From an optimization exercise on the open Yosys and OpenROAD flow, aimed at small area; shortcuts taken in it are not production practice. Function was checked by simulation only, so behaviour that the tests miss may differ from the original. Power and IR drop assume default switching activity.

Setup of main:
==> flow/design.v (excerpt) <==
module trace_reg_top (
   input  wire         usb_clk,
   input  wire         reset_i,
   input  wire [7:0]   reg_address,
   input  wire [6:0]   reg_bytecnt,
   input  wire [7:0]   write_data,
   input  wire         reg_read,
   input  wire         reg_write,
   input  wire         reg_addrvalid,
   output wire [7:0]   read_data,
   output wire         selected,
   output wire [7:0]   pattern_enable,
   output wire [7:0]   pattern_trig_enable,
   output wire [2:0]   trace_width,
   output wire         capture_raw,
   output wire         record_syncs,
   output wire [511:0] trace_patterns,
   output wire [511:0] trace_masks,
   output wire         reset_sync,
   input  wire [63:0]  trace_counts,
   input  wire         synchronized
);
   wire [5:0] off  = reg_address[5:0];
   wire [2:0] lane = reg_bytecnt[2:0];
   assign selected = reg_addrvalid && (reg_address[7:6] == 2'd2);
   wire wr = selected && reg_write;
   wire rd = selected && reg_read;
   wire [7:0]  lane_oh;
   wire [63:0] off_oh;
   genvar gi;
   generate
      for (gi = 0; gi < 8; gi++) begin : g_lane
         assign lane_oh[gi] = (lane == gi);
      end
      for (gi = 0; gi < 64; gi++) begin : g_off
         assign off_oh[gi] = (off == gi);
      end
   endgenerate
   wire [7:0] pat_d  = write_data & {8{~reset_i}};
   wire [7:0] mask_d = write_data | {8{reset_i}};
   wire [1023:0] rule_q;
   wire [127:0]  rule_sel;    
   wire [15:0]   reg_wr;      
   generate
      for (gi = 0; gi < 128; gi++) begin : g_byte
         wire ld;
         wire nld;
         if (gi % 8 == 0) begin : g_reg
            assign reg_wr[gi/8] = wr & off_oh[16 + gi/8];
         end
         assign rule_sel[gi] = off_oh[16 + gi/8] & lane_oh[gi%8];
         assign nld = ~(reset_i | (reg_wr[gi/8] & lane_oh[gi%8]));
         trace_inv i_ld (.a (nld), .y (ld));
         for (genvar k = 0; k < 8; k = k + 4) begin : g_part
            trace_hold_reg #(.W(4)) i_part (
               .usb_clk (usb_clk),
               .ld      (ld),
               .nld     (nld),
               .d       ((gi < 64) ? pat_d[k +: 4] : mask_d[k +: 4]),
               .q       (rule_q[8*gi + k +: 4])
            );
         end
      end
   endgenerate
  ...
Size: roughly 38,000 sq um of cells after synthesis.
clock: 10.0 ns
lec_check: 0
cap_margin: 20
core_area: 4 4 396 396
die_area: 0 0 400 400
slew_margin: 20
synth_hierarchical: 1
synth_minimum_keep_size: 0
standard.sh (not shown) runs the stock make flow with config.mk's settings and CLKGATE_MAP_FILE= SYNTH_SCRIPT=/design/flow/synth_recipe.tcl, a recipe that flattens the netlist after the stock synthesis.
==> flow/flow/run.sh <==
#!/bin/bash
# Standard ORFS layout (standard synthesis unchanged), with:
#  - port buffers made of the smallest buffer cell (every port still gets one),
#  - combinational cells set to their smallest drive strength before placement
#    (flow/downsize.tcl; placement's repair_design sizes up what needs it),
#  - a clock tree with larger sink clusters and no dummy loads.
# Full tool output goes to flow.log here; ORFS's own per-step logs stay under orfs/logs.
set -euo pipefail
bash standard.sh \
  "BUFFER_PORTS_ARGS=-buffer_cell sky130_fd_sc_hd__buf_1" \
  "PRE_GLOBAL_PLACE_TCL=$PWD/flow/downsize.tcl" \
  "CTS_ARGS=-sink_clustering_enable -repair_clock_nets -dont_use_dummy_load -sink_clustering_size 25 -sink_clustering_max_diameter 100" \
  finish > flow.log 2>&1
==> flow/flow/downsize.tcl <==
# Before global placement: put every combinational cell in the smallest-area cell of its
# family (same function, other drive strength). Registers, buffers and tie cells are left
# alone. Placement's repair_design then sizes up whatever needs it.
set n_swapped 0
set area_before [rsz::design_area]
foreach inst [get_cells *] {
  set master [get_property $inst ref_name]
  if {![regexp {^(sky130_fd_sc_hd__[a-z0-9]+)_([0-9]+)$} $master -> family strength]} { continue }
  if {[regexp {__(df|edf|sdf|dl|buf|clkbuf|conb|tap|fill|decap|clkdly|dlygate|diode)} $master]} { continue }
  set best $master
  set best_area [get_property [get_lib_cells */$master] area]
  foreach lc [get_lib_cells */${family}_*] {
    set name [get_property $lc name]
    if {![regexp "^${family}_\[0-9\]+\$" $name]} { continue }
    if {[get_property $lc dont_use]} { continue }
    set a [get_property $lc area]
    if {$a < $best_area} { set best $name; set best_area $a }
  }
  if {$best ne $master} {
    replace_cell $inst [get_lib_cells */$best]
    incr n_swapped
  }
}
puts "downsize: swapped $n_swapped cells, area [expr $area_before*1e12] -> [expr [rsz::design_area]*1e12]"
## Diff of input files: the feature branch against main
--- a/flow/flow/run.sh
+++ b/flow/flow/run.sh
@@ -2,2 +2,3 @@
 # Standard ORFS layout (standard synthesis unchanged), with:
+#  - IO pins allowed on every routing track, so a smaller die still holds all 1148 ports,
 #  - port buffers made of the smallest buffer cell (every port still gets one),
@@ -9,2 +10,3 @@
 bash standard.sh \
+  "PLACE_PINS_ARGS=-min_distance 1 -min_distance_in_tracks" \
   "BUFFER_PORTS_ARGS=-buffer_cell sky130_fd_sc_hd__buf_1" \
--- a/flow/config.mk
+++ b/flow/config.mk
@@ -8,4 +8,4 @@
 export CAP_MARGIN = 20
-export CORE_AREA = 4 4 396 396
-export DIE_AREA = 0 0 400 400
+export CORE_AREA = 4 4 296 296
+export DIE_AREA = 0 0 300 300
 export SLEW_MARGIN = 20
## What came out
The run with more setup slack is main; the feature branch has less.
Compared to main, the feature branch leaves less free space in the core.
The higher period utilization of the feature branch and main is in the feature branch.
Sort the feature branch and main by horizontal die dimension asc -> top: the feature branch
Of the feature branch and main, main shows the higher final layout net count, with the feature branch below it.

## run D
trace_reg_top, a different RTL version from the one above (not shown whole).
For scale: ~3200 cells after synthesis, about 1100 I/O pins, ~37000 um2 of cells after synthesis.
export LEC_CHECK = 0
export CAP_MARGIN = 20
export CORE_AREA = 4 4 296 296
export DIE_AREA = 0 0 300 300
export SLEW_MARGIN = 20
export SYNTH_HIERARCHICAL = 1
export SYNTH_MINIMUM_KEEP_SIZE = 0
create_clock -name core_clock -period 10.0 [get_ports {usb_clk}]
==> flow/flow/run.sh <==
#!/bin/bash
# Standard ORFS layout (standard synthesis unchanged), with:
#  - IO pins allowed on every routing track, so a smaller die still holds all 1148 ports,
#  - port buffers made of the smallest buffer cell (every port still gets one),
#  - combinational cells set to their smallest drive strength before placement
#    (flow/downsize.tcl; placement's repair_design sizes up what needs it),
#  - a clock tree with larger sink clusters and no dummy loads.
# Full tool output goes to flow.log here; ORFS's own per-step logs stay under orfs/logs.
set -euo pipefail
bash standard.sh \
  "PLACE_PINS_ARGS=-min_distance 1 -min_distance_in_tracks" \
  "BUFFER_PORTS_ARGS=-buffer_cell sky130_fd_sc_hd__buf_1" \
  "PRE_GLOBAL_PLACE_TCL=$PWD/flow/downsize.tcl" \
  "CTS_ARGS=-sink_clustering_enable -repair_clock_nets -dont_use_dummy_load -sink_clustering_size 28 -sink_clustering_max_diameter 100" \
  finish > flow.log 2>&1
Scripts as last shown in full above: flow/flow/downsize.tcl
In summary, run D completed successfully, with a layout that passed the timing, design-rule and antenna checks.
Input changes introduced in run A (baseline for comparison: run D):
diff --git a/flow/flow/run.sh b/flow/flow/run.sh
--- a/flow/flow/run.sh
+++ b/flow/flow/run.sh
@@ -13,3 +13,3 @@
   "PRE_GLOBAL_PLACE_TCL=$PWD/flow/downsize.tcl" \
-  "CTS_ARGS=-sink_clustering_enable -repair_clock_nets -dont_use_dummy_load -sink_clustering_size 28 -sink_clustering_max_diameter 100" \
+  "CTS_ARGS=-sink_clustering_enable -repair_clock_nets -dont_use_dummy_load -sink_clustering_size 25 -sink_clustering_max_diameter 100" \
   finish > flow.log 2>&1
[summary]
The insertion delay to the later sink of the worst-skew pair was comparable across run A and run D. Wire length of the first global-routing pass: run D vs run A — no meaningful difference. Total power of run A is higher than that of run D.

[re-timing with driven ports]
In the flow no input, the clock included, has a driving cell. The finished layouts below were timed again as built, in two steps.
Step 1 (the two cells are an assumption about what drives the block):
set clk [get_ports {usb_clk}]
set_driving_cell -lib_cell sky130_fd_sc_hd__clkbuf_16 $clk
set_driving_cell -lib_cell sky130_fd_sc_hd__buf_2 [delete_from_list [all_inputs] $clk]
Step 2 moves the port delays by t, midway between the first and last clock arrival at a register: inputs arrive t later, outputs are due t later. That takes back most of the time a late clock gives input paths.
Three values: ideal ports, drivers, drivers and shift; two values: the first two.
run | t, ns | slack for setup (ns) | hold slack, ns | worst register clock-pin slew, ns | worst slew at a driven data input, ns
main | 0.725 | 4.077 / 4.125 / 3.401 | 0.473 / 0.473 / 0.473 | 0.11 / 0.11 | 0.17
the feature branch | 0.708 | 3.647 / 3.687 / 2.980 | 0.475 / 0.475 / 0.475 | 0.11 / 0.11 | 0.15
run D | 0.696 | 4.495 / 4.431 / 3.735 | 0.474 / 0.474 / 0.474 | 0.12 / 0.12 | 0.25
run A | 0.684 | 4.517 / 4.454 / 3.770 | 0.476 / 0.476 / 0.476 | 0.11 / 0.11 | 0.23
After both steps setup and hold are still met in every run listed. The setup slack of run D, which loses most, moves by -0.064 ns with the drivers and by -0.760 ns with both steps.
